Background: an optimization exercise with open tools, aiming at small area, a short achievable clock period and few clock cycles per item. Do not read the settings as production practice. Function was checked by simulation only, so behaviour that the tests miss may differ from the original.

==> flow/design.v (outline; a module is shown in full before it is edited, if it fits) <==
// module bfly_fin: 32 lines
// module bfly_pre: 142 lines
// module bfly_mul: 1143 lines
// module bfly_red: 934 lines
// module bfly_reg: 12 lines
// module ntt_butterfly: 58 lines
module ntt_butterfly (
  input  logic        clk,
  input  logic        rst,
  input  logic        in_valid,
  output logic        in_ready,
  input  logic        in_mode,
  input  logic [11:0] in_a,
  input  logic [11:0] in_b,
  input  logic [11:0] in_zeta,
  input  logic [7:0]  in_idx,
  output logic        out_valid,
  input  logic        out_ready,
  output logic [11:0] out_a,
  output logic [11:0] out_b,
  output logic [7:0]  out_idx,
  output logic        busy
);
  // ...
==> flow/flow/run.sh <==
#!/bin/bash
# Standard layout with four changes to how it is made:
#  - port buffers are buf_2 cells instead of the flow's default choice (a
#    slow delay buffer);
#  - timing repair aims for a 6.0 ns critical path (setup margin 8.0 ns
#    against the 14 ns clock);
#  - the clock tree is built from clkbuf_8 cells;
#  - after the standard synthesis, invopt4.py picks the polarity of the
#    adder cells (a full adder is self-dual; a half adder is rebuilt as an
#    XOR/XNOR and an AND-type gate when that helps) and of gates that have a
#    complementary twin (AND/NAND, AOI/AO, ...) to drop the inverters Yosys
#    leaves between them; the netlist keeps the same function, registers
#    and ports.
set -euo pipefail
ARGS=("BUFFER_PORTS_ARGS=-buffer_cell sky130_fd_sc_hd__buf_2" SETUP_SLACK_MARGIN=8.0 "CTS_BUF_LIST=sky130_fd_sc_hd__clkbuf_8")
R=$PWD/orfs/results/$FLOW_PLATFORM/ntt_butterfly/base
bash standard.sh "${ARGS[@]}" synth > synth.log 2>&1
cp $R/1_2_yosys.v 1_2_yosys_standard.v
python3 flow/invopt4.py 1_2_yosys_standard.v $R/1_2_yosys.v > invopt.log 2>&1
rm -f $R/1_synth.odb $R/1_synth.sdc
bash standard.sh "${ARGS[@]}" finish > standard.log 2>&1
==> flow/standard.sh <==
#!/bin/bash
# synth_recipe.tcl (not shown) runs the flow's synth.tcl, then flattens the netlist and writes it again
# the make line also repeats each setting of config.mk as NAME=value (left out here)
make -C /OpenROAD-flow-scripts/flow DESIGN_CONFIG=/design/flow/config.mk WORK_HOME=/design/flow/orfs CLKGATE_MAP_FILE= SYNTH_SCRIPT=/design/flow/synth_recipe.tcl "${@:-finish}"
==> flow/config.mk <==
export PLATFORM = sky130hd
export DESIGN_NAME = ntt_butterfly
export DESIGN_NICKNAME = ntt_butterfly
export VERILOG_FILES = /design/flow/design.v
export SDC_FILE = /design/flow/constraint.sdc
export NUM_CORES = 4
export LEC_CHECK = 0
export CAP_MARGIN = 20
export CORE_MARGIN = 2
export CORE_UTILIZATION = 40
export SLEW_MARGIN = 20
==> flow/constraint.sdc <==
create_clock -name core_clock -period 14.0 [get_ports {clk}]
set_input_delay 2.8000 -clock core_clock [delete_from_list [all_inputs] [get_ports {clk}]]
set_output_delay 2.8000 -clock core_clock [all_outputs]
set_load 0.01 [all_outputs]
Not shown: flow/flow/invopt4.py
==> metrics.cfg, run 1 <==
[outcome]
status=finished clean

[setup_path]
cp.required_ps=11200
cp_max_fo=2
worst_path_largest_cell_delay_ps=130
ff2ff_setup_slack_ps=8300

[worst_hold_path]
holdPathStages=0

[placement]
gp_congestion=0.858

[global_route]
busiest_layer=met2
grtUsageMet3_pct=2.54
grt_overflow=0
grt_usage_pct=16.3
use_met1_pct=22.0

[sta]
worst_slack_ps=8060
tns_ps=0
period_needed_ps=5940
slew_headroom_pct=35.3
max_freq_mhz=168

[die]
rows=66
ios=84
die-height_um=187
core_um2=32700

[clocking]
htree_levels=4
clkLatencyLatePin_ps=470
cts_buffers=17
cts_tree=yes
cts_buffer_depth=2
root_buffer=clkbuf_8

[drt]
routedWlPerCell_um=15.4
wl_met1_mm=12.3

[layout]
num-nonclk-inverters=54
stdcell_area_um2=14600
clockBufferCount=19
buffer_area_share_pct=3.29
multiInputCombCellCount=992
final_net_count=1601

[synthesis]
ys_warn_count=4

Testbench counts, summed over its fixed seeds: cycles 16,024, items 16,000.
==> inputs of run 2 (changes only) <==
--- a/flow/design.v
+++ b/flow/design.v
@@ -1563,17 +1563,17 @@
   logic r_239;
   logic r_240;
   logic r_241;
   logic r_242;
   logic r_243;
   logic r_244;
   logic r_245;
   logic r_246;
-  logic [13:0] r_247;
+  logic r_247;
   logic r_248;
   logic r_249;
   logic r_250;
   logic r_251;
   logic r_252;
   logic r_253;
   logic r_254;
   logic r_255;
@@ -1587,17 +1587,17 @@
   logic r_263;
   logic r_264;
   logic r_265;
   logic r_266;
   logic r_267;
   logic r_268;
   logic r_269;
   logic r_270;
-  logic r_271;
+  logic [13:0] r_271;
   logic r_272;
   logic r_273;
   logic r_274;
   logic r_275;
   logic r_276;
   logic r_277;
   logic r_278;
   logic r_279;
@@ -1750,45 +1750,17 @@
   logic r_426;
   logic r_427;
   logic r_428;
   logic r_429;
   logic r_430;
   logic r_431;
   logic r_432;
   logic r_433;
-  logic r_434;
-  logic r_435;
-  logic r_436;
-  logic r_437;
-  logic r_438;
-  logic r_439;
-  logic r_440;
-  logic r_441;
-  logic r_442;
-  logic r_443;
-  logic r_444;
-  logic r_445;
-  logic r_446;
-  logic r_447;
-  logic r_448;
-  logic r_449;
-  logic r_450;
-  logic r_451;
-  logic r_452;
-  logic r_453;
-  logic r_454;
-  logic r_455;
-  logic r_456;
-  logic r_457;
-  logic r_458;
-  logic r_459;
-  logic r_460;
-  logic r_461;
-  logic [12:0] r_462;
+  logic [12:0] r_434;
   assign r_1 = ~p[8];
   assign r_2 = ~p[9];
   assign r_3 = ~p[10];
   assign r_4 = ~p[11];
   assign r_5 = ~p[12];
   assign r_6 = ~p[13];
   assign r_7 = ~p[14];
   assign r_8 = ~p[15];
@@ -1843,416 +1815,388 @@
   assign r_57 = p[17] & ct;
   assign r_58 = p[18] & ct;
   assign r_59 = p[19] & ct;
   assign r_60 = p[20] & ct;
   assign r_61 = p[21] & ct;
   assign r_62 = p[22] & ct;
   assign r_63 = p[23] & ct;
   assign r_64 = p[24] & ct;
-  assign r_65 = ~r_49;
-  assign r_66 = ~r_50;
-  assign r_67 = ~r_51;
-  assign r_68 = ~r_52;
-  assign r_69 = ~r_53;
-  assign r_70 = ~r_54;
-  assign r_71 = ~r_55;
-  assign r_72 = xa[0] ^ r_56 ^ ct;
-  assign r_73 = (xa[0] & r_56) | (ct & (xa[0] ^ r_56));
-  assign r_74 = ~(r_72 ^ r_65);
-  assign r_75 = r_72 | r_65;
-  assign r_76 = xa[1] ^ r_57 ^ r_73;
-  assign r_77 = (xa[1] & r_57) | (r_73 & (xa[1] ^ r_57));
-  assign r_78 = r_66 ^ r_69;
-  assign r_79 = r_66 & r_69;
-  assign r_80 = xa[2] ^ r_58 ^ r_67;
-  assign r_81 = (xa[2] & r_58) | (r_67 & (xa[2] ^ r_58));
-  assign r_82 = r_70 ^ r_43 ^ r_41;
-  assign r_83 = (r_70 & r_43) | (r_41 & (r_70 ^ r_43));
-  assign r_84 = xa[3] ^ r_59 ^ r_44;
-  assign r_85 = (xa[3] & r_59) | (r_44 & (xa[3] ^ r_59));
-  assign r_86 = r_42 ^ r_41;
-  assign r_87 = r_42 & r_41;
-  assign r_88 = ~(xa[4] ^ r_60);
-  assign r_89 = xa[4] | r_60;
-  assign r_90 = r_45 ^ r_43 ^ r_42;
-  assign r_91 = (r_45 & r_43) | (r_42 & (r_45 ^ r_43));
-  assign r_92 = ~(xa[5] ^ r_61);
-  assign r_93 = xa[5] | r_61;
-  assign r_94 = r_46 ^ r_44 ^ r_43;
-  assign r_95 = (r_46 & r_44) | (r_43 & (r_46 ^ r_44));
-  assign r_96 = ~(xa[6] ^ r_62);
-  assign r_97 = xa[6] | r_62;
-  assign r_98 = r_47 ^ r_45 ^ r_44;
-  assign r_99 = (r_47 & r_45) | (r_44 & (r_47 ^ r_45));
-  assign r_100 = ~(xa[7] ^ r_63);
-  assign r_101 = xa[7] | r_63;
-  assign r_102 = r_48 ^ r_46 ^ r_45;
-  assign r_103 = (r_48 & r_46) | (r_45 & (r_48 ^ r_46));
-  assign r_104 = ~(xa[8] ^ r_64);
-  assign r_105 = xa[8] | r_64;
-  assign r_106 = r_47 ^ r_46;
-  assign r_107 = r_47 & r_46;
-  assign r_108 = ~(xa[9] ^ r_48);
-  assign r_109 = xa[9] | r_48;
-  assign r_110 = r_68 ^ r_41;
-  assign r_111 = r_68 & r_41;
-  assign r_112 = r_76 ^ r_42 ^ r_78;
-  assign r_113 = (r_76 & r_42) | (r_78 & (r_76 ^ r_42));
-  assign r_114 = r_77 ^ r_79 ^ r_80;
-  assign r_115 = (r_77 & r_79) | (r_80 & (r_77 ^ r_79));
-  assign r_116 = r_81 ^ r_86 ^ r_83;
-  assign r_117 = (r_81 & r_86) | (r_83 & (r_81 ^ r_86));
-  assign r_118 = r_88 ^ r_87 ^ r_85;
-  assign r_119 = (r_88 & r_87) | (r_85 & (r_88 ^ r_87));
-  assign r_120 = r_89 ^ r_92 ^ r_91;
-  assign r_121 = (r_89 & r_92) | (r_91 & (r_89 ^ r_92));
-  assign r_122 = r_93 ^ r_96 ^ r_95;
-  assign r_123 = (r_93 & r_96) | (r_95 & (r_93 ^ r_96));
-  assign r_124 = r_97 ^ r_100 ^ r_99;
-  assign r_125 = (r_97 & r_100) | (r_99 & (r_97 ^ r_100));
-  assign r_126 = r_101 ^ r_104 ^ r_106;
-  assign r_127 = (r_101 & r_104) | (r_106 & (r_101 ^ r_104));
-  assign r_128 = r_105 ^ r_47 ^ r_107;
-  assign r_129 = (r_105 & r_47) | (r_107 & (r_105 ^ r_47));
-  assign r_130 = ~(xa[10] ^ r_48);
-  assign r_131 = xa[10] | r_48;
-  assign r_132 = r_71 ^ r_74;
-  assign r_133 = r_71 & r_74;
-  assign r_134 = r_75 ^ r_111 ^ r_112;
-  assign r_135 = (r_75 & r_111) | (r_112 & (r_75 ^ r_111));
-  assign r_136 = r_82 ^ r_113 ^ r_114;
-  assign r_137 = (r_82 & r_113) | (r_114 & (r_82 ^ r_113));
-  assign r_138 = r_84 ^ r_115 ^ r_116;
-  assign r_139 = (r_84 & r_115) | (r_116 & (r_84 ^ r_115));
-  assign r_140 = r_90 ^ r_117 ^ r_118;
-  assign r_141 = (r_90 & r_117) | (r_118 & (r_90 ^ r_117));
-  assign r_142 = r_94 ^ r_119 ^ r_120;
-  assign r_143 = (r_94 & r_119) | (r_120 & (r_94 ^ r_119));
-  assign r_144 = r_98 ^ r_121 ^ r_122;
-  assign r_145 = (r_98 & r_121) | (r_122 & (r_98 ^ r_121));
-  assign r_146 = r_102 ^ r_123 ^ r_124;
-  assign r_147 = (r_102 & r_123) | (r_124 & (r_102 ^ r_123));
-  assign r_148 = r_103 ^ r_126 ^ r_125;
-  assign r_149 = (r_103 & r_126) | (r_125 & (r_103 ^ r_126));
-  assign r_150 = r_108 ^ r_127 ^ r_128;
-  assign r_151 = (r_108 & r_127) | (r_128 & (r_108 ^ r_127));
-  assign r_152 = r_109 ^ r_130 ^ r_129;
-  assign r_153 = (r_109 & r_130) | (r_129 & (r_109 ^ r_130));
-  assign r_154 = ~(xa[11] ^ r_131);
-  assign r_155 = xa[11] | r_131;
-  assign r_156 = ~xa[12];
-  assign r_157 = r_110 & r_132;
-  assign r_158 = r_133 & r_134;
-  assign r_159 = r_135 & r_136;
-  assign r_160 = r_137 & r_138;
-  assign r_161 = r_139 & r_140;
-  assign r_162 = r_141 & r_142;
-  assign r_163 = r_143 & r_144;
-  assign r_164 = r_145 & r_146;
-  assign r_165 = r_147 & r_148;
-  assign r_166 = r_149 & r_150;
-  assign r_167 = r_151 & r_152;
-  assign r_168 = r_153 & r_154;
-  assign r_169 = r_155 & r_156;
-  assign r_170 = r_110 ^ r_132;
-  assign r_171 = r_133 ^ r_134;
-  assign r_172 = r_135 ^ r_136;
-  assign r_173 = r_137 ^ r_138;
-  assign r_174 = r_139 ^ r_140;
-  assign r_175 = r_141 ^ r_142;
-  assign r_176 = r_143 ^ r_144;
-  assign r_177 = r_145 ^ r_146;
-  assign r_178 = r_147 ^ r_148;
-  assign r_179 = r_149 ^ r_150;
-  assign r_180 = r_151 ^ r_152;
-  assign r_181 = r_153 ^ r_154;
-  assign r_182 = r_155 ^ r_156;
-  assign r_183 = ~xa[12];
-  assign r_184 = r_158 | (r_171 & r_157);
-  assign r_185 = r_171 & r_170;
-  assign r_186 = r_160 | (r_173 & r_159);
-  assign r_187 = r_173 & r_172;
-  assign r_188 = r_162 | (r_175 & r_161);
-  assign r_189 = r_175 & r_174;
-  assign r_190 = r_164 | (r_177 & r_163);
-  assign r_191 = r_177 & r_176;
-  assign r_192 = r_166 | (r_179 & r_165);
-  assign r_193 = r_179 & r_178;
-  assign r_194 = r_168 | (r_181 & r_167);
-  assign r_195 = r_181 & r_180;
-  assign r_196 = xa[12] | (r_183 & r_169);
-  assign r_197 = r_183 & r_182;
-  assign r_198 = r_159 | (r_172 & r_184);
-  assign r_199 = r_172 & r_185;
-  assign r_200 = r_186 | (r_187 & r_184);
-  assign r_201 = r_187 & r_185;
-  assign r_202 = r_163 | (r_176 & r_188);
-  assign r_203 = r_176 & r_189;
-  assign r_204 = r_190 | (r_191 & r_188);
-  assign r_205 = r_191 & r_189;
-  assign r_206 = r_167 | (r_180 & r_192);
-  assign r_207 = r_180 & r_193;
-  assign r_208 = r_194 | (r_195 & r_192);
-  assign r_209 = r_195 & r_193;
-  assign r_210 = r_161 | (r_174 & r_200);
-  assign r_211 = r_174 & r_201;
-  assign r_212 = r_188 | (r_189 & r_200);
-  assign r_213 = r_189 & r_201;
-  assign r_214 = r_202 | (r_203 & r_200);
-  assign r_215 = r_203 & r_201;
-  assign r_216 = r_204 | (r_205 & r_200);
-  assign r_217 = r_205 & r_201;
-  assign r_218 = r_169 | (r_182 & r_208);
-  assign r_219 = r_182 & r_209;
-  assign r_220 = r_196 | (r_197 & r_208);
-  assign r_221 = r_197 & r_209;
-  assign r_222 = r_165 | (r_178 & r_216);
-  assign r_223 = r_178 & r_217;
-  assign r_224 = r_192 | (r_193 & r_216);
-  assign r_225 = r_193 & r_217;
-  assign r_226 = r_206 | (r_207 & r_216);
-  assign r_227 = r_207 & r_217;
-  assign r_228 = r_208 | (r_209 & r_216);
-  assign r_229 = r_209 & r_217;
-  assign r_230 = r_218 | (r_219 & r_216);
-  assign r_231 = r_219 & r_217;
-  assign r_232 = r_220 | (r_221 & r_216);
-  assign r_233 = r_221 & r_217;
-  assign r_234 = r_171 ^ r_157;
-  assign r_235 = r_172 ^ r_184;
-  assign r_236 = r_173 ^ r_198;
-  assign r_237 = r_174 ^ r_200;
-  assign r_238 = r_175 ^ r_210;
-  assign r_239 = r_176 ^ r_212;
-  assign r_240 = r_177 ^ r_214;
-  assign r_241 = r_178 ^ r_216;
-  assign r_242 = r_179 ^ r_222;
-  assign r_243 = r_180 ^ r_224;
-  assign r_244 = r_181 ^ r_226;
-  assign r_245 = r_182 ^ r_228;
-  assign r_246 = r_183 ^ r_230;
-  assign r_247 = {r_246, r_245, r_244, r_243, r_242, r_241, r_240, r_239, r_238, r_237, r_236, r_235, r_234, r_170};
-  assign sa = r_247;
-  assign r_248 = xa[0] & ct;
-  assign r_249 = xa[1] & ct;
-  assign r_250 = xa[2] & ct;
-  assign r_251 = xa[3] & ct;
-  assign r_252 = xa[4] & ct;
-  assign r_253 = xa[5] & ct;
-  assign r_254 = xa[6] & ct;
-  assign r_255 = xa[7] & ct;
-  assign r_256 = xa[8] & ct;
-  assign r_257 = xa[9] & ct;
-  assign r_258 = xa[10] & ct;
-  assign r_259 = xa[11] & ct;
-  assign r_260 = xa[12] & ct;
-  assign r_261 = ~r_39[0];
-  assign r_262 = ~r_39[1];
-  assign r_263 = ~r_39[2];
-  assign r_264 = ~r_39[3];
-  assign r_265 = ~r_39[4];
-  assign r_266 = ~r_39[5];
-  assign r_267 = ~r_39[6];
-  assign r_268 = ~r_39[7];
-  assign r_269 = ~r_39[0];
-  assign r_270 = ~r_39[1];
-  assign r_271 = ~r_39[2];
-  assign r_272 = ~r_39[3];
-  assign r_273 = ~r_39[4];
-  assign r_274 = ~r_39[5];
-  assign r_275 = ~r_39[6];
-  assign r_276 = ~r_39[7];
-  assign r_277 = ~r_39[0];
-  assign r_278 = ~r_39[1];
-  assign r_279 = ~r_39[2];
-  assign r_280 = ~r_39[3];
-  assign r_281 = ~r_39[4];
-  assign r_282 = ~r_39[5];
-  assign r_283 = ~r_39[6];
-  assign r_284 = ~r_39[7];
-  assign r_285 = ~p[16];
-  assign r_286 = ~p[17];
-  assign r_287 = ~p[18];
-  assign r_288 = ~p[19];
-  assign r_289 = ~p[20];
-  assign r_290 = ~p[21];
-  assign r_291 = ~p[22];
-  assign r_292 = ~p[23];
-  assign r_293 = ~p[24];
-  assign r_294 = ~r_248;
-  assign r_295 = ~r_250;
-  assign r_296 = ~r_251;
-  assign r_297 = r_285 ^ r_294 ^ r_34;
-  assign r_298 = (r_285 & r_294) | (r_34 & (r_285 ^ r_294));
-  assign r_299 = r_249 ^ r_286 ^ r_248;
-  assign r_300 = (r_249 & r_286) | (r_248 & (r_249 ^ r_286));
-  assign r_301 = r_36 ^ r_37;
-  assign r_302 = r_36 & r_37;
-  assign r_303 = r_287 ^ r_295 ^ p[7];
-  assign r_304 = (r_287 & r_295) | (p[7] & (r_287 ^ r_295));
-  assign r_305 = r_38 ^ r_263 ^ r_269;
-  assign r_306 = (r_38 & r_263) | (r_269 & (r_38 ^ r_263));
-  assign r_307 = r_288 ^ r_250 ^ r_296;
-  assign r_308 = (r_288 & r_250) | (r_296 & (r_288 ^ r_250));
-  assign r_309 = r_264 ^ r_270 ^ r_277;
-  assign r_310 = (r_264 & r_270) | (r_277 & (r_264 ^ r_270));
-  assign r_311 = r_252 ^ r_289 ^ r_251;
-  assign r_312 = (r_252 & r_289) | (r_251 & (r_252 ^ r_289));
-  assign r_313 = r_265 ^ r_271 ^ r_278;
-  assign r_314 = (r_265 & r_271) | (r_278 & (r_265 ^ r_271));
-  assign r_315 = r_253 ^ r_290 ^ r_266;
-  assign r_316 = (r_253 & r_290) | (r_266 & (r_253 ^ r_290));
-  assign r_317 = r_272 ^ r_279;
-  assign r_318 = r_272 & r_279;
-  assign r_319 = r_254 ^ r_291 ^ r_267;
-  assign r_320 = (r_254 & r_291) | (r_267 & (r_254 ^ r_291));
-  assign r_321 = r_273 ^ r_280;
-  assign r_322 = r_273 & r_280;
-  assign r_323 = r_255 ^ r_292 ^ r_268;
-  assign r_324 = (r_255 & r_292) | (r_268 & (r_255 ^ r_292));
-  assign r_325 = r_274 ^ r_281;
-  assign r_326 = r_274 & r_281;
-  assign r_327 = ~(r_256 ^ r_293);
-  assign r_328 = r_256 | r_293;
-  assign r_329 = r_275 ^ r_282;
-  assign r_330 = r_275 & r_282;
-  assign r_331 = r_257 ^ r_276;
-  assign r_332 = r_257 & r_276;
-  assign r_333 = r_35 ^ r_39[8];
-  assign r_334 = r_35 & r_39[8];
-  assign r_335 = r_299 ^ r_301 ^ r_298;
-  assign r_336 = (r_299 & r_301) | (r_298 & (r_299 ^ r_301));
-  assign r_337 = r_300 ^ r_302 ^ r_303;
-  assign r_338 = (r_300 & r_302) | (r_303 & (r_300 ^ r_302));
-  assign r_339 = r_307 ^ r_304 ^ r_306;
-  assign r_340 = (r_307 & r_304) | (r_306 & (r_307 ^ r_304));
-  assign r_341 = r_308 ^ r_311 ^ r_310;
-  assign r_342 = (r_308 & r_311) | (r_310 & (r_308 ^ r_311));
-  assign r_343 = r_312 ^ r_317 ^ r_314;
-  assign r_344 = (r_312 & r_317) | (r_314 & (r_312 ^ r_317));
-  assign r_345 = r_318 ^ r_321 ^ r_316;
-  assign r_346 = (r_318 & r_321) | (r_316 & (r_318 ^ r_321));
-  assign r_347 = r_322 ^ r_325 ^ r_320;
-  assign r_348 = (r_322 & r_325) | (r_320 & (r_322 ^ r_325));
-  assign r_349 = r_327 ^ r_326 ^ r_329;
-  assign r_350 = (r_327 & r_326) | (r_329 & (r_327 ^ r_326));
-  assign r_351 = r_328 ^ r_283 ^ r_330;
-  assign r_352 = (r_328 & r_283) | (r_330 & (r_328 ^ r_283));
-  assign r_353 = r_258 ^ r_284;
-  assign r_354 = r_258 & r_284;
-  assign r_355 = r_297 ^ r_261;
-  assign r_356 = r_297 & r_261;
-  assign r_357 = r_262 ^ r_334 ^ r_335;
-  assign r_358 = (r_262 & r_334) | (r_335 & (r_262 ^ r_334));
-  assign r_359 = r_336 ^ r_337 ^ r_305;
-  assign r_360 = (r_336 & r_337) | (r_305 & (r_336 ^ r_337));
-  assign r_361 = r_338 ^ r_309 ^ r_339;
-  assign r_362 = (r_338 & r_309) | (r_339 & (r_338 ^ r_309));
-  assign r_363 = r_313 ^ r_340 ^ r_341;
-  assign r_364 = (r_313 & r_340) | (r_341 & (r_313 ^ r_340));
-  assign r_365 = r_315 ^ r_342 ^ r_343;
-  assign r_366 = (r_315 & r_342) | (r_343 & (r_315 ^ r_342));
-  assign r_367 = r_319 ^ r_344 ^ r_345;
-  assign r_368 = (r_319 & r_344) | (r_345 & (r_319 ^ r_344));
-  assign r_369 = r_323 ^ r_346 ^ r_347;
-  assign r_370 = (r_323 & r_346) | (r_347 & (r_323 ^ r_346));
-  assign r_371 = r_324 ^ r_349 ^ r_348;
-  assign r_372 = (r_324 & r_349) | (r_348 & (r_324 ^ r_349));
-  assign r_373 = r_331 ^ r_350 ^ r_351;
-  assign r_374 = (r_331 & r_350) | (r_351 & (r_331 ^ r_350));
-  assign r_375 = r_332 ^ r_353 ^ r_352;
-  assign r_376 = (r_332 & r_353) | (r_352 & (r_332 ^ r_353));
-  assign r_377 = r_259 ^ r_354;
-  assign r_378 = r_259 & r_354;
-  assign r_379 = ~r_260;
-  assign r_380 = r_333 & r_355;
-  assign r_381 = r_356 & r_357;
-  assign r_382 = r_358 & r_359;
-  assign r_383 = r_360 & r_361;
-  assign r_384 = r_362 & r_363;
-  assign r_385 = r_364 & r_365;
-  assign r_386 = r_366 & r_367;
-  assign r_387 = r_368 & r_369;
-  assign r_388 = r_370 & r_371;
-  assign r_389 = r_372 & r_373;
-  assign r_390 = r_374 & r_375;
-  assign r_391 = r_376 & r_377;
-  assign r_392 = r_378 & r_379;
-  assign r_393 = r_333 ^ r_355;
-  assign r_394 = r_356 ^ r_357;
-  assign r_395 = r_358 ^ r_359;
-  assign r_396 = r_360 ^ r_361;
-  assign r_397 = r_362 ^ r_363;
-  assign r_398 = r_364 ^ r_365;
-  assign r_399 = r_366 ^ r_367;
-  assign r_400 = r_368 ^ r_369;
-  assign r_401 = r_370 ^ r_371;
-  assign r_402 = r_372 ^ r_373;
-  assign r_403 = r_374 ^ r_375;
-  assign r_404 = r_376 ^ r_377;
-  assign r_405 = r_378 ^ r_379;
-  assign r_406 = r_381 | (r_394 & r_380);
-  assign r_407 = r_394 & r_393;
-  assign r_408 = r_383 | (r_396 & r_382);
-  assign r_409 = r_396 & r_395;
-  assign r_410 = r_385 | (r_398 & r_384);
-  assign r_411 = r_398 & r_397;
-  assign r_412 = r_387 | (r_400 & r_386);
-  assign r_413 = r_400 & r_399;
-  assign r_414 = r_389 | (r_402 & r_388);
-  assign r_415 = r_402 & r_401;
-  assign r_416 = r_391 | (r_404 & r_390);
-  assign r_417 = r_404 & r_403;
-  assign r_418 = r_382 | (r_395 & r_406);
-  assign r_419 = r_395 & r_407;
-  assign r_420 = r_408 | (r_409 & r_406);
-  assign r_421 = r_409 & r_407;
-  assign r_422 = r_386 | (r_399 & r_410);
-  assign r_423 = r_399 & r_411;
-  assign r_424 = r_412 | (r_413 & r_410);
-  assign r_425 = r_413 & r_411;
-  assign r_426 = r_390 | (r_403 & r_414);
-  assign r_427 = r_403 & r_415;
-  assign r_428 = r_416 | (r_417 & r_414);
-  assign r_429 = r_417 & r_415;
-  assign r_430 = r_384 | (r_397 & r_420);
-  assign r_431 = r_397 & r_421;
-  assign r_432 = r_410 | (r_411 & r_420);
-  assign r_433 = r_411 & r_421;
-  assign r_434 = r_422 | (r_423 & r_420);
-  assign r_435 = r_423 & r_421;
-  assign r_436 = r_424 | (r_425 & r_420);
-  assign r_437 = r_425 & r_421;
-  assign r_438 = r_392 | (r_405 & r_428);
-  assign r_439 = r_405 & r_429;
-  assign r_440 = r_388 | (r_401 & r_436);
-  assign r_441 = r_401 & r_437;
-  assign r_442 = r_414 | (r_415 & r_436);
-  assign r_443 = r_415 & r_437;
-  assign r_444 = r_426 | (r_427 & r_436);
-  assign r_445 = r_427 & r_437;
-  assign r_446 = r_428 | (r_429 & r_436);
-  assign r_447 = r_429 & r_437;
-  assign r_448 = r_438 | (r_439 & r_436);
-  assign r_449 = r_439 & r_437;
-  assign r_450 = r_394 ^ r_380;
-  assign r_451 = r_395 ^ r_406;
-  assign r_452 = r_396 ^ r_418;
-  assign r_453 = r_397 ^ r_420;
-  assign r_454 = r_398 ^ r_430;
-  assign r_455 = r_399 ^ r_432;
-  assign r_456 = r_400 ^ r_434;
-  assign r_457 = r_401 ^ r_436;
-  assign r_458 = r_402 ^ r_440;
-  assign r_459 = r_403 ^ r_442;
-  assign r_460 = r_404 ^ r_444;
-  assign r_461 = r_405 ^ r_446;
-  assign r_462 = {r_461, r_460, r_459, r_458, r_457, r_456, r_455, r_454, r_453, r_452, r_451, r_450, r_393};
-  assign sb = r_462;
+  assign r_65 = ~r_34;
+  assign r_66 = ~r_36;
+  assign r_67 = ~p[7];
+  assign r_68 = ~r_35;
+  assign r_69 = ~r_37;
+  assign r_70 = ~r_38;
+  assign r_71 = ~r_39[8];
+  assign r_72 = p[16] ^ r_65;
+  assign r_73 = p[16] & r_65;
+  assign r_74 = ~(p[17] ^ r_66);
+  assign r_75 = p[17] | r_66;
+  assign r_76 = p[18] ^ r_67 ^ r_70;
+  assign r_77 = (p[18] & r_67) | (r_70 & (p[18] ^ r_67));
+  assign r_78 = p[19] ^ r_39[3];
+  assign r_79 = p[19] & r_39[3];
+  assign r_80 = ~(p[20] ^ r_39[4]);
+  assign r_81 = p[20] | r_39[4];
+  assign r_82 = ~(p[21] ^ r_39[5]);
+  assign r_83 = p[21] | r_39[5];
+  assign r_84 = ~(p[22] ^ r_39[6]);
+  assign r_85 = p[22] | r_39[6];
+  assign r_86 = ~(p[23] ^ r_39[7]);
+  assign r_87 = p[23] | r_39[7];
+  assign r_88 = ~p[24];
+  assign r_89 = r_68 ^ r_39[0];
+  assign r_90 = r_68 & r_39[0];
+  assign r_91 = r_69 ^ r_39[1] ^ r_73;
+  assign r_92 = (r_69 & r_39[1]) | (r_73 & (r_69 ^ r_39[1]));
+  assign r_93 = r_39[2] ^ r_39[0] ^ r_75;
+  assign r_94 = (r_39[2] & r_39[0]) | (r_75 & (r_39[2] ^ r_39[0]));
+  assign r_95 = r_39[1] ^ r_39[0] ^ r_77;
+  assign r_96 = (r_39[1] & r_39[0]) | (r_77 & (r_39[1] ^ r_39[0]));
+  assign r_97 = r_39[2] ^ r_39[1] ^ r_79;
+  assign r_98 = (r_39[2] & r_39[1]) | (r_79 & (r_39[2] ^ r_39[1]));
+  assign r_99 = r_39[3] ^ r_39[2] ^ r_81;
+  assign r_100 = (r_39[3] & r_39[2]) | (r_81 & (r_39[3] ^ r_39[2]));
+  assign r_101 = r_39[4] ^ r_39[3] ^ r_83;
+  assign r_102 = (r_39[4] & r_39[3]) | (r_83 & (r_39[4] ^ r_39[3]));
+  assign r_103 = r_39[5] ^ r_39[4] ^ r_85;
+  assign r_104 = (r_39[5] & r_39[4]) | (r_85 & (r_39[5] ^ r_39[4]));
+  assign r_105 = r_88 ^ r_39[6] ^ r_39[5];
+  assign r_106 = (r_88 & r_39[6]) | (r_39[5] & (r_88 ^ r_39[6]));
+  assign r_107 = ~(p[24] ^ r_39[7]);
+  assign r_108 = p[24] | r_39[7];
+  assign r_109 = r_72 ^ r_71;
+  assign r_110 = r_72 & r_71;
+  assign r_111 = r_74 ^ r_90 ^ r_91;
+  assign r_112 = (r_74 & r_90) | (r_91 & (r_74 ^ r_90));
+  assign r_113 = r_76 ^ r_92 ^ r_93;
+  assign r_114 = (r_76 & r_92) | (r_93 & (r_76 ^ r_92));
+  assign r_115 = r_78 ^ r_94 ^ r_95;
+  assign r_116 = (r_78 & r_94) | (r_95 & (r_78 ^ r_94));
+  assign r_117 = r_80 ^ r_96 ^ r_97;
+  assign r_118 = (r_80 & r_96) | (r_97 & (r_80 ^ r_96));
+  assign r_119 = r_82 ^ r_98 ^ r_99;
+  assign r_120 = (r_82 & r_98) | (r_99 & (r_82 ^ r_98));
+  assign r_121 = r_84 ^ r_100 ^ r_101;
+  assign r_122 = (r_84 & r_100) | (r_101 & (r_84 ^ r_100));
+  assign r_123 = r_86 ^ r_102 ^ r_103;
+  assign r_124 = (r_86 & r_102) | (r_103 & (r_86 ^ r_102));
+  assign r_125 = r_87 ^ r_105 ^ r_104;
+  assign r_126 = (r_87 & r_105) | (r_104 & (r_87 ^ r_105));
+  assign r_127 = r_39[6] ^ r_106 ^ r_107;
+  assign r_128 = (r_39[6] & r_106) | (r_107 & (r_39[6] ^ r_106));
+  assign r_129 = ~(r_39[7] ^ r_108);
+  assign r_130 = r_39[7] | r_108;
+  assign r_131 = r_89 & ct;
+  assign r_132 = r_110 & ct;
+  assign r_133 = r_112 & ct;
+  assign r_134 = r_114 & ct;
+  assign r_135 = r_116 & ct;
+  assign r_136 = r_118 & ct;
+  assign r_137 = r_120 & ct;
+  assign r_138 = r_122 & ct;
+  assign r_139 = r_124 & ct;
+  assign r_140 = r_126 & ct;
+  assign r_141 = r_128 & ct;
+  assign r_142 = r_109 & ct;
+  assign r_143 = r_111 & ct;
+  assign r_144 = r_113 & ct;
+  assign r_145 = r_115 & ct;
+  assign r_146 = r_117 & ct;
+  assign r_147 = r_119 & ct;
+  assign r_148 = r_121 & ct;
+  assign r_149 = r_123 & ct;
+  assign r_150 = r_125 & ct;
+  assign r_151 = r_127 & ct;
+  assign r_152 = r_129 & ct;
+  assign r_153 = r_130 & ct;
+  assign r_154 = xa[0] ^ r_131;
+  assign r_155 = xa[0] & r_131;
+  assign r_156 = xa[1] ^ r_132 ^ r_143;
+  assign r_157 = (xa[1] & r_132) | (r_143 & (xa[1] ^ r_132));
+  assign r_158 = xa[2] ^ r_133 ^ r_144;
+  assign r_159 = (xa[2] & r_133) | (r_144 & (xa[2] ^ r_133));
+  assign r_160 = xa[3] ^ r_134 ^ r_145;
+  assign r_161 = (xa[3] & r_134) | (r_145 & (xa[3] ^ r_134));
+  assign r_162 = xa[4] ^ r_135 ^ r_146;
+  assign r_163 = (xa[4] & r_135) | (r_146 & (xa[4] ^ r_135));
+  assign r_164 = xa[5] ^ r_136 ^ r_147;
+  assign r_165 = (xa[5] & r_136) | (r_147 & (xa[5] ^ r_136));
+  assign r_166 = xa[6] ^ r_137 ^ r_148;
+  assign r_167 = (xa[6] & r_137) | (r_148 & (xa[6] ^ r_137));
+  assign r_168 = xa[7] ^ r_138 ^ r_149;
+  assign r_169 = (xa[7] & r_138) | (r_149 & (xa[7] ^ r_138));
+  assign r_170 = xa[8] ^ r_139 ^ r_150;
+  assign r_171 = (xa[8] & r_139) | (r_150 & (xa[8] ^ r_139));
+  assign r_172 = xa[9] ^ r_140 ^ r_151;
+  assign r_173 = (xa[9] & r_140) | (r_151 & (xa[9] ^ r_140));
+  assign r_174 = xa[10] ^ r_141 ^ r_152;
+  assign r_175 = (xa[10] & r_141) | (r_152 & (xa[10] ^ r_141));
+  assign r_176 = xa[11] ^ ct ^ r_153;
+  assign r_177 = (xa[11] & ct) | (r_153 & (xa[11] ^ ct));
+  assign r_178 = xa[12] ^ ct;
+  assign r_179 = xa[12] & ct;
+  assign r_180 = r_142 & r_154;
+  assign r_181 = r_155 & r_156;
+  assign r_182 = r_157 & r_158;
+  assign r_183 = r_159 & r_160;
+  assign r_184 = r_161 & r_162;
+  assign r_185 = r_163 & r_164;
+  assign r_186 = r_165 & r_166;
+  assign r_187 = r_167 & r_168;
+  assign r_188 = r_169 & r_170;
+  assign r_189 = r_171 & r_172;
+  assign r_190 = r_173 & r_174;
+  assign r_191 = r_175 & r_176;
+  assign r_192 = r_177 & r_178;
+  assign r_193 = ct & r_179;
+  assign r_194 = r_142 ^ r_154;
+  assign r_195 = r_155 ^ r_156;
+  assign r_196 = r_157 ^ r_158;
+  assign r_197 = r_159 ^ r_160;
+  assign r_198 = r_161 ^ r_162;
+  assign r_199 = r_163 ^ r_164;
+  assign r_200 = r_165 ^ r_166;
+  assign r_201 = r_167 ^ r_168;
+  assign r_202 = r_169 ^ r_170;
+  assign r_203 = r_171 ^ r_172;
+  assign r_204 = r_173 ^ r_174;
+  assign r_205 = r_175 ^ r_176;
+  assign r_206 = r_177 ^ r_178;
+  assign r_207 = ct ^ r_179;
+  assign r_208 = r_181 | (r_195 & r_180);
+  assign r_209 = r_195 & r_194;
+  assign r_210 = r_183 | (r_197 & r_182);
+  assign r_211 = r_197 & r_196;
+  assign r_212 = r_185 | (r_199 & r_184);
+  assign r_213 = r_199 & r_198;
+  assign r_214 = r_187 | (r_201 & r_186);
+  assign r_215 = r_201 & r_200;
+  assign r_216 = r_189 | (r_203 & r_188);
+  assign r_217 = r_203 & r_202;
+  assign r_218 = r_191 | (r_205 & r_190);
+  assign r_219 = r_205 & r_204;
+  assign r_220 = r_193 | (r_207 & r_192);
+  assign r_221 = r_207 & r_206;
+  assign r_222 = r_182 | (r_196 & r_208);
+  assign r_223 = r_196 & r_209;
+  assign r_224 = r_210 | (r_211 & r_208);
+  assign r_225 = r_211 & r_209;
+  assign r_226 = r_186 | (r_200 & r_212);
+  assign r_227 = r_200 & r_213;
+  assign r_228 = r_214 | (r_215 & r_212);
+  assign r_229 = r_215 & r_213;
+  assign r_230 = r_190 | (r_204 & r_216);
+  assign r_231 = r_204 & r_217;
+  assign r_232 = r_218 | (r_219 & r_216);
+  assign r_233 = r_219 & r_217;
+  assign r_234 = r_184 | (r_198 & r_224);
+  assign r_235 = r_198 & r_225;
+  assign r_236 = r_212 | (r_213 & r_224);
+  assign r_237 = r_213 & r_225;
+  assign r_238 = r_226 | (r_227 & r_224);
+  assign r_239 = r_227 & r_225;
+  assign r_240 = r_228 | (r_229 & r_224);
+  assign r_241 = r_229 & r_225;
+  assign r_242 = r_192 | (r_206 & r_232);
+  assign r_243 = r_206 & r_233;
+  assign r_244 = r_220 | (r_221 & r_232);
+  assign r_245 = r_221 & r_233;
+  assign r_246 = r_188 | (r_202 & r_240);
+  assign r_247 = r_202 & r_241;
+  assign r_248 = r_216 | (r_217 & r_240);
+  assign r_249 = r_217 & r_241;
+  assign r_250 = r_230 | (r_231 & r_240);
+  assign r_251 = r_231 & r_241;
+  assign r_252 = r_232 | (r_233 & r_240);
+  assign r_253 = r_233 & r_241;
+  assign r_254 = r_242 | (r_243 & r_240);
+  assign r_255 = r_243 & r_241;
+  assign r_256 = r_244 | (r_245 & r_240);
+  assign r_257 = r_245 & r_241;
+  assign r_258 = r_195 ^ r_180;
+  assign r_259 = r_196 ^ r_208;
+  assign r_260 = r_197 ^ r_222;
+  assign r_261 = r_198 ^ r_224;
+  assign r_262 = r_199 ^ r_234;
+  assign r_263 = r_200 ^ r_236;
+  assign r_264 = r_201 ^ r_238;
+  assign r_265 = r_202 ^ r_240;
+  assign r_266 = r_203 ^ r_246;
+  assign r_267 = r_204 ^ r_248;
+  assign r_268 = r_205 ^ r_250;
+  assign r_269 = r_206 ^ r_252;
+  assign r_270 = r_207 ^ r_254;
+  assign r_271 = {r_270, r_269, r_268, r_267, r_266, r_265, r_264, r_263, r_262, r_261, r_260, r_259, r_258, r_194};
+  assign sa = r_271;
+  assign r_272 = xa[0] & ct;
+  assign r_273 = xa[1] & ct;
+  assign r_274 = xa[2] & ct;
+  assign r_275 = xa[3] & ct;
+  assign r_276 = xa[4] & ct;
+  assign r_277 = xa[5] & ct;
+  assign r_278 = xa[6] & ct;
+  assign r_279 = xa[7] & ct;
+  assign r_280 = xa[8] & ct;
+  assign r_281 = xa[9] & ct;
+  assign r_282 = xa[10] & ct;
+  assign r_283 = xa[11] & ct;
+  assign r_284 = xa[12] & ct;
+  assign r_285 = ~r_89;
+  assign r_286 = ~r_110;
+  assign r_287 = ~r_112;
+  assign r_288 = ~r_114;
+  assign r_289 = ~r_116;
+  assign r_290 = ~r_118;
+  assign r_291 = ~r_120;
+  assign r_292 = ~r_122;
+  assign r_293 = ~r_124;
+  assign r_294 = ~r_126;
+  assign r_295 = ~r_128;
+  assign r_296 = ~r_109;
+  assign r_297 = ~r_111;
+  assign r_298 = ~r_113;
+  assign r_299 = ~r_115;
+  assign r_300 = ~r_117;
+  assign r_301 = ~r_119;
+  assign r_302 = ~r_121;
+  assign r_303 = ~r_123;
+  assign r_304 = ~r_125;
+  assign r_305 = ~r_127;
+  assign r_306 = ~r_129;
+  assign r_307 = ~r_130;
+  assign r_308 = ~r_273;
+  assign r_309 = r_274 ^ r_287;
+  assign r_310 = r_274 & r_287;
+  assign r_311 = r_275 ^ r_288;
+  assign r_312 = r_275 & r_288;
+  assign r_313 = r_276 ^ r_289;
+  assign r_314 = r_276 & r_289;
+  assign r_315 = r_277 ^ r_290;
+  assign r_316 = r_277 & r_290;
+  assign r_317 = r_278 ^ r_291;
+  assign r_318 = r_278 & r_291;
+  assign r_319 = r_279 ^ r_292;
+  assign r_320 = r_279 & r_292;
+  assign r_321 = r_280 ^ r_293;
+  assign r_322 = r_280 & r_293;
+  assign r_323 = r_281 ^ r_294;
+  assign r_324 = r_281 & r_294;
+  assign r_325 = r_282 ^ r_295;
+  assign r_326 = r_282 & r_295;
+  assign r_327 = r_272 ^ r_285;
+  assign r_328 = r_272 & r_285;
+  assign r_329 = r_286 ^ r_297 ^ r_308;
+  assign r_330 = (r_286 & r_297) | (r_308 & (r_286 ^ r_297));
+  assign r_331 = r_298 ^ r_273 ^ r_309;
+  assign r_332 = (r_298 & r_273) | (r_309 & (r_298 ^ r_273));
+  assign r_333 = r_299 ^ r_310 ^ r_311;
+  assign r_334 = (r_299 & r_310) | (r_311 & (r_299 ^ r_310));
+  assign r_335 = r_300 ^ r_312 ^ r_313;
+  assign r_336 = (r_300 & r_312) | (r_313 & (r_300 ^ r_312));
+  assign r_337 = r_301 ^ r_314 ^ r_315;
+  assign r_338 = (r_301 & r_314) | (r_315 & (r_301 ^ r_314));
+  assign r_339 = r_302 ^ r_316 ^ r_317;
+  assign r_340 = (r_302 & r_316) | (r_317 & (r_302 ^ r_316));
+  assign r_341 = r_303 ^ r_318 ^ r_319;
+  assign r_342 = (r_303 & r_318) | (r_319 & (r_303 ^ r_318));
+  assign r_343 = r_304 ^ r_320 ^ r_321;
+  assign r_344 = (r_304 & r_320) | (r_321 & (r_304 ^ r_320));
+  assign r_345 = r_305 ^ r_322 ^ r_323;
+  assign r_346 = (r_305 & r_322) | (r_323 & (r_305 ^ r_322));
+  assign r_347 = r_306 ^ r_324 ^ r_325;
+  assign r_348 = (r_306 & r_324) | (r_325 & (r_306 ^ r_324));
+  assign r_349 = r_283 ^ r_307 ^ r_326;
+  assign r_350 = (r_283 & r_307) | (r_326 & (r_283 ^ r_307));
+  assign r_351 = ~r_284;
+  assign r_352 = r_296 & r_327;
+  assign r_353 = r_328 & r_329;
+  assign r_354 = r_330 & r_331;
+  assign r_355 = r_332 & r_333;
+  assign r_356 = r_334 & r_335;
+  assign r_357 = r_336 & r_337;
+  assign r_358 = r_338 & r_339;
+  assign r_359 = r_340 & r_341;
+  assign r_360 = r_342 & r_343;
+  assign r_361 = r_344 & r_345;
+  assign r_362 = r_346 & r_347;
+  assign r_363 = r_348 & r_349;
+  assign r_364 = r_350 & r_351;
+  assign r_365 = r_296 ^ r_327;
+  assign r_366 = r_328 ^ r_329;
+  assign r_367 = r_330 ^ r_331;
+  assign r_368 = r_332 ^ r_333;
+  assign r_369 = r_334 ^ r_335;
+  assign r_370 = r_336 ^ r_337;
+  assign r_371 = r_338 ^ r_339;
+  assign r_372 = r_340 ^ r_341;
+  assign r_373 = r_342 ^ r_343;
+  assign r_374 = r_344 ^ r_345;
+  assign r_375 = r_346 ^ r_347;
+  assign r_376 = r_348 ^ r_349;
+  assign r_377 = r_350 ^ r_351;
+  assign r_378 = r_353 | (r_366 & r_352);
+  assign r_379 = r_366 & r_365;
+  assign r_380 = r_355 | (r_368 & r_354);
+  assign r_381 = r_368 & r_367;
+  assign r_382 = r_357 | (r_370 & r_356);
+  assign r_383 = r_370 & r_369;
+  assign r_384 = r_359 | (r_372 & r_358);
+  assign r_385 = r_372 & r_371;
+  assign r_386 = r_361 | (r_374 & r_360);
+  assign r_387 = r_374 & r_373;
+  assign r_388 = r_363 | (r_376 & r_362);
+  assign r_389 = r_376 & r_375;
+  assign r_390 = r_354 | (r_367 & r_378);
+  assign r_391 = r_367 & r_379;
+  assign r_392 = r_380 | (r_381 & r_378);
+  assign r_393 = r_381 & r_379;
+  assign r_394 = r_358 | (r_371 & r_382);
+  assign r_395 = r_371 & r_383;
+  assign r_396 = r_384 | (r_385 & r_382);
+  assign r_397 = r_385 & r_383;
+  assign r_398 = r_362 | (r_375 & r_386);
+  assign r_399 = r_375 & r_387;
+  assign r_400 = r_388 | (r_389 & r_386);
+  assign r_401 = r_389 & r_387;
+  assign r_402 = r_356 | (r_369 & r_392);
+  assign r_403 = r_369 & r_393;
+  assign r_404 = r_382 | (r_383 & r_392);
+  assign r_405 = r_383 & r_393;
+  assign r_406 = r_394 | (r_395 & r_392);
+  assign r_407 = r_395 & r_393;
+  assign r_408 = r_396 | (r_397 & r_392);
+  assign r_409 = r_397 & r_393;
+  assign r_410 = r_364 | (r_377 & r_400);
+  assign r_411 = r_377 & r_401;
+  assign r_412 = r_360 | (r_373 & r_408);
+  assign r_413 = r_373 & r_409;
+  assign r_414 = r_386 | (r_387 & r_408);
+  assign r_415 = r_387 & r_409;
+  assign r_416 = r_398 | (r_399 & r_408);
+  assign r_417 = r_399 & r_409;
+  assign r_418 = r_400 | (r_401 & r_408);
+  assign r_419 = r_401 & r_409;
+  assign r_420 = r_410 | (r_411 & r_408);
+  assign r_421 = r_411 & r_409;
+  assign r_422 = r_366 ^ r_352;
+  assign r_423 = r_367 ^ r_378;
+  assign r_424 = r_368 ^ r_390;
+  assign r_425 = r_369 ^ r_392;
+  assign r_426 = r_370 ^ r_402;
+  assign r_427 = r_371 ^ r_404;
+  assign r_428 = r_372 ^ r_406;
+  assign r_429 = r_373 ^ r_408;
+  assign r_430 = r_374 ^ r_412;
+  assign r_431 = r_375 ^ r_414;
+  assign r_432 = r_376 ^ r_416;
+  assign r_433 = r_377 ^ r_418;
+  assign r_434 = {r_433, r_432, r_431, r_430, r_429, r_428, r_427, r_426, r_425, r_424, r_423, r_422, r_365};
+  assign sb = r_434;
 endmodule
 module bfly_reg #(
   parameter int W = 8
 ) (
   input  logic         clk,
   input  logic         en,
   input  logic [W-1:0] d,
   output logic [W-1:0] q
==> run 2 against run 1 <==
  * Setup slack lost 18 ps
  * Wire length shrank 2.6%
  * Maximum frequency shrank 0.31%
  * Flip-flop and latch count is the same
  * Register-to-register slack gained 30 ps
  * Area after synthesis shrank 4.1%
  * Via count shrank 4.1%
  * Highest routed layer unchanged
  * Core utilization grew 0.84 points
  * First-iteration DRC count grew 2.2%
==> metrics.cfg, run 2 <==
[drt]
drcViolationCount=0  ; unchanged
viasPerCell=5.03  ; was 5.04
routedWlPerCell_um=15.6  ; was 15.4 µm
ant_nets=0  ; unchanged
drt-initial-drc-count=501  ; was 490
drtPass1Iterations=6  ; was 5
num_vias=8431  ; was 8789
routed_wl_mm=26.1  ; was 26.8 mm

[setup_path]
cp.required_ps=11200  ; about the same
r2r-end=u_r3.q[17]  ; was u_r3.q[34]
reg2reg_depth=19  ; unchanged
ff2ff_setup_slack_ps=8330  ; was 8300 ps
start_kind=primary input  ; unchanged
cp_max_fo=2  ; unchanged
cp-end-kind=output port  ; unchanged
r2r-start=u_r2.q[9]  ; unchanged
arrival_ps=3160  ; was 3140 ps
worstSetupPathType=primary input to output port  ; unchanged

[layout]
fin_util_pct=45.6  ; was 44.8%
final_net_count=1566  ; was 1601
area_growth_pct=12.4  ; was 9.88%
fill_cells=2922  ; was 3096
top_regs=u_r1.q: 47 flops, u_r2.q: 47 flops, u_r3.q: 35 flops  ; unchanged
final_cell_mix=nand2_1, fa_1, edfxtp_1, buf_2, nor2_1  ; unchanged
drive_above_1_share_pct=14.7  ; was 11.7%
n_antenna_cell=0  ; unchanged
final_common_cell=nand2_1  ; unchanged

[sta]
worst_pin_slew_ps=903  ; was 971 ps
finalMaxSlewViolations=0  ; unchanged
hold_ws_ps=421  ; was 417 ps
tns_ps=0  ; unchanged
worst_slack_ps=8040  ; was 8060 ps
period_share_pct=42.6  ; was 42.4%
hold_viol_final=0  ; unchanged
rsz0062_at_grt=yes  ; unchanged
max_freq_mhz=168  ; about the same
slew_headroom_pct=39.8  ; was 35.3%
setup_violations=0  ; unchanged
fin_skew_ps=20.9  ; was 19.7 ps
period_needed_ps=5960  ; was 5940 ps

[placement]
port_buffers=83  ; unchanged
gp_congestion=0.828  ; was 0.858
hpwlAfterDp_mm=20.3  ; was 21.6 mm
dpl_worst_slack_ps=7220  ; was 7460 ps

[die]
die_area_um2=33400  ; was 34800 µm²
initial_utilization_pct=40.6  ; was 40.8%
core_um2=31500  ; was 32700 µm²
die_w_um=183  ; was 187 µm
die-height_um=183  ; was 187 µm
ios=84  ; unchanged
rows=65  ; was 66

[global_route]
busiest_layer=met2  ; unchanged
use_met1_pct=21.6  ; was 22.0%
grt_max_degree=74  ; was 79
grtUsageMet3_pct=3.00  ; was 2.54%
grt_overflow=0  ; unchanged
antenna_found_initial=0  ; unchanged
use_met2_pct=29.2  ; was 27.6%
grt_pass1_wl_mm=44.0  ; was 45.9 mm
grt_usage_pct=16.7  ; was 16.3%
grt_pass1_vias=8873  ; was 9266

[worst_hold_path]
min-delay-start=u_r1.q[41]  ; was u_r1.q[44]
hold_class=flop to flop  ; unchanged
holdPathEnd=u_r2.q[41]  ; was u_r2.q[44]
holdPathStages=0  ; unchanged

[synthesis]
synth_area_um2=12800  ; was 13300 µm²
synth_nets=1475  ; was 1532
syn_area_per_cell_um2=10.9  ; about the same
syn_inst=1170  ; was 1220
ys_warn_count=4  ; unchanged

[clocking]
cts_buffers=17  ; unchanged
cts_buffer_depth=2  ; unchanged
htree_levels=4  ; unchanged
clk_pin_slew_ps=90  ; about the same
cts_tree=yes  ; unchanged
clock_sinks=133  ; unchanged
root_buffer=clkbuf_8  ; unchanged
cts_hold_buf=0  ; unchanged
clkLatencyLatePin_ps=460  ; was 470 ps

[outcome]
status=finished clean  ; unchanged

[flow_run]
cap_violations=0  ; unchanged

==> run 2: cell type report <==
class                      instances  area [µm²]  share of cell area [%]
multi-input combinational        938        8610                    60.0
sequential                       133        3950                    27.5
timing repair buffer             107         636                    4.43
tap                              402         503                    3.50
inverter                          64         243                    1.69
clock buffer                      17         234                    1.63
clock inverter                    15         181                    1.26
==> run 2: worst max path at each step <==
stage,depth (start not counted),slack [ps],endpoint,startpoint
floorplan,17,7740,u_r1.q[32],in_mode
global placement,17,7280,u_r1.q[32],in_mode
detailed placement,17,7220,u_r1.q[32],in_mode
CTS,17,7900,u_r1.q[32],in_mode
global route,17,7930,u_r1.q[32],in_mode
finish,4,8040,in_ready,out_ready
==> run 2: critical path: stages <==
cell    delay, ps
buf_2         110
nor2_2         80
nor2_1         40
buf_2         130
==> run 2: routing by layer <==
metal,up-vias,share of wire [%],wire (µm)
met5,-,0,0
met4,0,1.3,350
met3,28,4.7,1230
met2,188,50,13000
met1,4156,44,11500
li1,4059,-,-
==> run 2: what timing repair did <==
item	CTS	global route
pin swaps	0	14
resized for setup	4	19
setup buffers	0	21
setup endpoints to repair	7	20
cloned	0	1
==> run 2: metrics by stage <==
stage          std cells  cell area (µm²)
6_report            1676            14400
2_1_floorplan       1170            12800
5_1_grt             1676            14400
3_5_place_dp        1622            13600
4_1_cts             1654            14100
3_3_place_gp        1622            13600
Testbench counts of run 2, summed over its fixed seeds: cycles 16,024, items 16,000.
==> inputs of run 3 (changes only) <==
==> flow/flow/run.sh (replaced) <==
#!/bin/bash
# Standard layout with these changes to how it is made:
#  - port buffers are buf_2 cells instead of the flow's default choice (a
#    slow delay buffer);
#  - timing repair aims for a 6.0 ns critical path (setup margin 8.0 ns
#    against the 14 ns clock);
#  - the clock tree is built from clkbuf_8 cells (25 sinks per cluster), without the dummy loads
#    clock tree synthesis adds to balance its branches;
#  - after the standard synthesis, invopt4.py picks the polarity of the
#    adder cells (a full adder is self-dual; a half adder is rebuilt as an
#    XOR/XNOR and an AND-type gate when that helps) and of gates that have a
#    complementary twin (AND/NAND, AOI/AO, ...) to drop the inverters Yosys
#    leaves between them; the netlist keeps the same function, registers
#    and ports.
set -euo pipefail
ARGS=("BUFFER_PORTS_ARGS=-buffer_cell sky130_fd_sc_hd__buf_2" SETUP_SLACK_MARGIN=8.0 "CTS_ARGS=-sink_clustering_enable -repair_clock_nets -buf_list sky130_fd_sc_hd__clkbuf_8 -dont_use_dummy_load -sink_clustering_size 25")
R=$PWD/orfs/results/$FLOW_PLATFORM/ntt_butterfly/base
bash standard.sh "${ARGS[@]}" synth > synth.log 2>&1
cp $R/1_2_yosys.v 1_2_yosys_standard.v
python3 flow/invopt4.py 1_2_yosys_standard.v $R/1_2_yosys.v > invopt.log 2>&1
rm -f $R/1_synth.odb $R/1_synth.sdc
bash standard.sh "${ARGS[@]}" finish > standard.log 2>&1
==> run 3 against run 2 <==
  * Count of clock-buffer cells in the layout stayed put
  * Flip-flop and latch count stayed put
  * Core utilization is 0.78 points lower
  * Sequential share of layout area is 0.48 points higher
  * Wire length is 0.63% lower
  * Critical endpoint unchanged
  * Non-clock buffer count is 6 lower
  * Hold slack worse by 2.0 ps
  * Still clean on timing, DRC and antenna
  * Register-to-register slack worse by 70 ps
  * Area after synthesis stayed put
==> metrics.cfg, run 3 <==
[outcome]
status=finished clean  ; unchanged

[setup_path]
r2r-start=u_r2.q[9]  ; unchanged
cp_cell_sequence=buf_2, nor2_2, nor2_1, buf_2  ; unchanged
cp.required_ps=11200  ; about the same
cp-startpoint=out_ready  ; unchanged
worst_path_largest_cell_delay_ps=130  ; about the same
crit_end=in_ready  ; unchanged
r2r-end=u_r3.q[20]  ; was u_r3.q[17]
crit_buf_inv=2  ; unchanged
reg2reg_depth=18  ; was 19
ff2ff_setup_slack_ps=8260  ; was 8330 ps
start_kind=primary input  ; unchanged
slowest_stage=buf_2  ; unchanged
cpLargestDelayFamily=buffers and inverters  ; unchanged
cp-end-kind=output port  ; unchanged
arrival_ps=3160  ; about the same
cp_max_fo=2  ; unchanged
crit_top_cell=buf_2  ; unchanged
worstSetupPathType=primary input to output port  ; unchanged
path_depth=4  ; unchanged

[layout]
fill_cells=2939  ; was 2922
final_common_cell=nand2_1  ; unchanged
area_growth_pct=10.5  ; was 12.4%
stdcell_area_um2=14100  ; was 14400 µm²
final_cells=1655  ; was 1676
fin_util_pct=44.9  ; was 45.6%
drive_above_1_share_pct=13.2  ; was 14.7%
top_regs=u_r1.q: 47 flops, u_r2.q: 47 flops, u_r3.q: 35 flops  ; unchanged
final_cell_mix=nand2_1, fa_1, edfxtp_1, buf_2, nor2_1  ; unchanged
n_antenna_cell=0  ; unchanged
final_net_count=1560  ; was 1566

[placement]
port_buffers=83  ; unchanged
gp_congestion=0.828  ; unchanged
placed_area_um2=13600  ; unchanged
hpwlAfterDp_mm=20.3  ; unchanged
placedCellCount=1622  ; unchanged

[drt]
routedWlPerCell_um=15.7  ; was 15.6 µm
routed_wl_mm=25.9  ; was 26.1 mm
viasPerCell=5.05  ; was 5.03
num_vias=8365  ; was 8431
ant_nets=0  ; unchanged
drt-initial-drc-count=544  ; was 501
drtPass1Iterations=5  ; was 6
drcViolationCount=0  ; unchanged

[sta]
setup_violations=0  ; unchanged
max_freq_mhz=168  ; about the same
finalMaxSlewViolations=0  ; unchanged
tns_ps=0  ; unchanged
worst_pin_slew_ps=909  ; was 903 ps
hold_viol_final=0  ; unchanged
fin_skew_ps=33.6  ; was 20.9 ps
period_share_pct=42.6  ; about the same
rsz0062_at_grt=yes  ; unchanged
slew_headroom_pct=39.4  ; was 39.8%
period_needed_ps=5960  ; about the same

[die]
core_um2=31500  ; unchanged
rows=65  ; unchanged
die-height_um=183  ; unchanged
ios=84  ; unchanged
die_area_um2=33400  ; unchanged
die_w_um=183  ; unchanged
initial_utilization_pct=40.6  ; unchanged

[worst_hold_path]
min-delay-start=u_r1.q[45]  ; was u_r1.q[41]
hold_class=flop to flop  ; unchanged

[clocking]
root_buffer=clkbuf_8  ; unchanged
htree_levels=4  ; unchanged
cts_buffers=17  ; unchanged
clk_pin_slew_ps=70  ; was 90 ps
clkLatencyLatePin_ps=450  ; was 460 ps
clock_sinks=133  ; unchanged
cts_tree=yes  ; unchanged
cts_hold_buf=0  ; unchanged
cts_buffer_depth=2  ; unchanged

[global_route]
grt_max_degree=74  ; unchanged
grt_usage_pct=16.7  ; about the same
grt_pass1_vias=8837  ; was 8873
grt_overflow=0  ; unchanged
antenna_found_initial=0  ; unchanged
grt_pass1_wl_mm=43.9  ; was 44.0 mm

[synthesis]
synth_area_um2=12800  ; unchanged
syn_area_per_cell_um2=10.9  ; unchanged
synth_nets=1475  ; unchanged
syn_inst=1170  ; unchanged
ys_warn_count=4  ; unchanged

[flow_run]
cap_violations=0  ; unchanged

[run 3: cell type report]
class	instances	area [µm²]	area share (%)
tap	402	503	3.56
timing repair buffer	101	591	4.18
multi-input combinational	938	8590	60.9
sequential	133	3950	28.0
inverter	64	243	1.72
clock buffer	17	234	1.66
[run 3: worst min-delay path by stage]
stage / end / slack, ps / cells past startpoint
2_1_floorplan: u_r2.q[0] / 400 / 0
3_3_place_gp: u_r2.q[3] / 400 / 0
3_5_place_dp: u_r2.q[45] / 400 / 0
4_1_cts: u_r2.q[33] / 420 / 0
5_1_grt: u_r2.q[44] / 430 / 0
6_report: u_r2.q[45] / 420 / 0
[run 3: metrics by stage]
stage | setup slack, ps | hold WS (ps)
6_report | 8040 | 419
5_1_grt | 7930 | 432
4_1_cts | 7900 | 417
3_5_place_dp | 7220 | 405
3_3_place_gp | 7280 | 400
2_1_floorplan | 7740 | 400
[run 3: per-layer routing]
metal | vias to the layer above | GRT usage, % | part of all wire, %
met5 | - | 0 | 0
met2 | 161 | 29.1 | 50
met3 | 23 | 3.24 | 4.0
met4 | 0 | 4.06 | 1.2
met1 | 4157 | 21.4 | 45
li1 | 4024 | - | -
[run 3: timing repair]
action | in CTS | in global routing
endpoints found under the hold margin | 0 | 0
setup buffers | 0 | 15
gates cloned | 0 | 1
resized for setup | 3 | 19
setup endpoints to repair | 8 | 20
pin swaps | 0 | 14
==> inputs of run 4 (changes only) <==
--- a/flow/flow/run.sh
+++ b/flow/flow/run.sh
@@ -4,7 +4,7 @@
 #    slow delay buffer);
 #  - timing repair aims for a 6.0 ns critical path (setup margin 8.0 ns
 #    against the 14 ns clock);
-#  - the clock tree is built from clkbuf_8 cells (25 sinks per cluster), without the dummy loads
+#  - the clock tree is built from clkbuf_8 cells, without the dummy loads
 #    clock tree synthesis adds to balance its branches;
 #  - after the standard synthesis, invopt4.py picks the polarity of the
 #    adder cells (a full adder is self-dual; a half adder is rebuilt as an
@@ -13,7 +13,7 @@
 #    leaves between them; the netlist keeps the same function, registers
 #    and ports.
 set -euo pipefail
-ARGS=("BUFFER_PORTS_ARGS=-buffer_cell sky130_fd_sc_hd__buf_2" SETUP_SLACK_MARGIN=8.0 "CTS_ARGS=-sink_clustering_enable -repair_clock_nets -buf_list sky130_fd_sc_hd__clkbuf_8 -dont_use_dummy_load -sink_clustering_size 25")
+ARGS=("BUFFER_PORTS_ARGS=-buffer_cell sky130_fd_sc_hd__buf_2" SETUP_SLACK_MARGIN=8.0 "CTS_ARGS=-sink_clustering_enable -repair_clock_nets -buf_list sky130_fd_sc_hd__clkbuf_8 -dont_use_dummy_load")
 R=$PWD/orfs/results/$FLOW_PLATFORM/ntt_butterfly/base
 bash standard.sh "${ARGS[@]}" synth > synth.log 2>&1
 cp $R/1_2_yosys.v 1_2_yosys_standard.v
==> run 4 against run 3 <==
  * Core utilization stayed put
  * Sequential share of layout area unchanged
  * Register-to-register slack about the same
  * Synthesized cell count stayed put
  * Clock skew unchanged
  * Global-route usage is the same
  * Critical path depth stayed put
  * Wire length did not move
  * Critical path type unchanged
==> metrics.cfg, run 4 <==
[synthesis]
synth_area_um2=12800  ; unchanged
syn_inst=1170  ; unchanged
syn_area_per_cell_um2=10.9  ; unchanged
ys_warn_count=4  ; unchanged
synth_nets=1475  ; unchanged

[clocking]
cts_hold_buf=0  ; unchanged
root_buffer=clkbuf_8  ; unchanged
clk_pin_slew_ps=70  ; about the same
cts_tree=yes  ; unchanged
htree_levels=4  ; unchanged
cts_buffer_depth=2  ; unchanged
clock_sinks=133  ; unchanged
cts_buffers=17  ; unchanged

[die]
core_um2=31500  ; unchanged
ios=84  ; unchanged
die_w_um=183  ; unchanged
initial_utilization_pct=40.6  ; unchanged
die_area_um2=33400  ; unchanged
rows=65  ; unchanged

[sta]
worst_slack_ps=8040  ; unchanged
finalMaxSlewViolations=0  ; unchanged
max_freq_mhz=168  ; unchanged
setup_violations=0  ; unchanged
tns_ps=0  ; unchanged
slew_headroom_pct=39.4  ; unchanged
worst_pin_slew_ps=909  ; unchanged
period_share_pct=42.6  ; unchanged
fin_skew_ps=33.6  ; unchanged
hold_viol_final=0  ; unchanged
period_needed_ps=5960  ; unchanged
rsz0062_at_grt=yes  ; unchanged

[global_route]
busiest_layer=met2  ; unchanged
use_met1_pct=21.4  ; unchanged
grt_max_degree=74  ; unchanged
antenna_found_initial=0  ; unchanged
use_met2_pct=29.1  ; unchanged
grt_pass1_vias=8837  ; unchanged
grtUsageMet3_pct=3.24  ; unchanged
grt_usage_pct=16.7  ; unchanged
grt_overflow=0  ; unchanged

[layout]
final_net_count=1560  ; unchanged
n_antenna_cell=0  ; unchanged
top_regs=u_r1.q: 47 flops, u_r2.q: 47 flops, u_r3.q: 35 flops  ; unchanged
area_growth_pct=10.5  ; unchanged
final_cell_mix=nand2_1, fa_1, edfxtp_1, buf_2, nor2_1  ; unchanged
regArea_um2=3950  ; unchanged
multi_input_area_um2=8590  ; unchanged
final_common_cell=nand2_1  ; unchanged

[flow_run]
cap_violations=0  ; unchanged

[setup_path]
cpLargestDelayFamily=buffers and inverters  ; unchanged
crit_buf_inv=2  ; unchanged
cp_max_fo=2  ; unchanged
cp-end-kind=output port  ; unchanged
start_kind=primary input  ; unchanged
cp_cell_sequence=buf_2, nor2_2, nor2_1, buf_2  ; unchanged
path_depth=4  ; unchanged
crit_top_cell=buf_2  ; unchanged
reg2reg_depth=18  ; unchanged
arrival_ps=3160  ; about the same

[outcome]
status=finished clean  ; unchanged

[drt]
routed_wl_mm=25.9  ; unchanged
drcViolationCount=0  ; unchanged
ant_nets=0  ; unchanged
drt-initial-drc-count=544  ; unchanged
num_vias=8365  ; unchanged

[placement]
gp_congestion=0.828  ; unchanged
hpwlAfterDp_mm=20.3  ; unchanged
port_buffers=83  ; unchanged

[worst_hold_path]
hold_class=flop to flop  ; unchanged

[run 4: cell counts in the layout (fill, tap and decap cells not counted)]
No cell type changed its count.
[run 4: path summary, 6_finish.rpt]
kind              startpoint          to  slack (ps)
setup / recovery   out_ready    in_ready        8040
hold / removal    u_r1.q[45]  u_r2.q[45]         420
setup reg to reg   u_r2.q[9]  u_r3.q[20]        8260
hold reg to reg   u_r1.q[45]  u_r2.q[45]         420
[run 4: layer usage]
layer	share of wire, %	vias to the layer above
met5	0	-
met4	1.2	0
met3	4.0	23
met2	50	161
met1	45	4157
li1	-	4024
[run 4: layout make-up]
type | count | share of cell area, %
Clock buffer | 17 | 1.66
Sequential cell | 133 | 28.0
Inverter | 64 | 1.72
Multi-Input combinational cell | 938 | 60.9
Tap cell | 402 | 3.56
Timing Repair Buffer | 101 | 4.18
[run 4: per-stage QoR]
step / util, % / cell area [µm²] / hold slack (ps) / instances
after floorplan: - / 12800 / 400 / 1170
after global placement: 43.3 / 13600 / 400 / 1622
after detailed placement: 43.3 / 13600 / 405 / 1622
after CTS: 44.1 / 13900 / 417 / 1639
after global routing: 44.9 / 14100 / 432 / 1655
final: 44.9 / 14100 / 419 / 1655
[run 4: worst register-to-register path: stages (launching register included)]
cell	delay (ps)
edfxtp_1	460
fa_1	580
fa_1	410
ha_1	360
inv_1	70
o21bai_1	80
a21oi_2	210
xor2_2	220
nor2b_4	180
fa_1	430
fa_1	430
ha_1	330
fa_1	500
ha_1	310
and3_1	180
a211oi_2	290
o21bai_1	130
a21oi_1	180
xnor2_1	120
[run 4: repair_timing]
action | in CTS | in global routing
endpoints found under the setup margin | 8 | 20
buffers inserted | 0 | 15
resized for setup | 3 | 19
pin swaps | 0 | 14
gates cloned | 0 | 1

[afterwards: timing with drivers on the ports]
How much do the figures lean on ideal ports? The routed layouts below were timed once more, with nothing changed but the port constraints.
Step 1 assumes that a clkbuf_16 drives the clock port and a buf_2 every other input.
Step 2, shift: input delay + t, output delay - t, t = (earliest + latest rising clock arrival at the registers) / 2. This alone moves slack from input paths to output paths.
Slacks: ideal / step 1 / step 2; pairs: ideal / step 1.
run | shift t [ns] | slack for setup (ns) | worst setup path at the end | latest minus earliest clock arrival (ns)
run 1 | 0.505 | 8.060 / 8.039 / 7.671 | input to register | 0.020 / 0.020
run 2 | 0.494 | 8.042 / 7.982 / 7.488 | input to register | 0.022 / 0.022
run 3 | 0.484 | 8.039 / 7.996 / 7.512 | input to register | 0.042 / 0.042
run 4 | 0.484 | 8.039 / 7.996 / 7.512 | input to register | 0.042 / 0.042
After both steps every run listed still meets setup and hold. For run 2, which loses most, drivers alone change the setup slack by -0.060 ns; drivers and shift together by -0.554 ns.
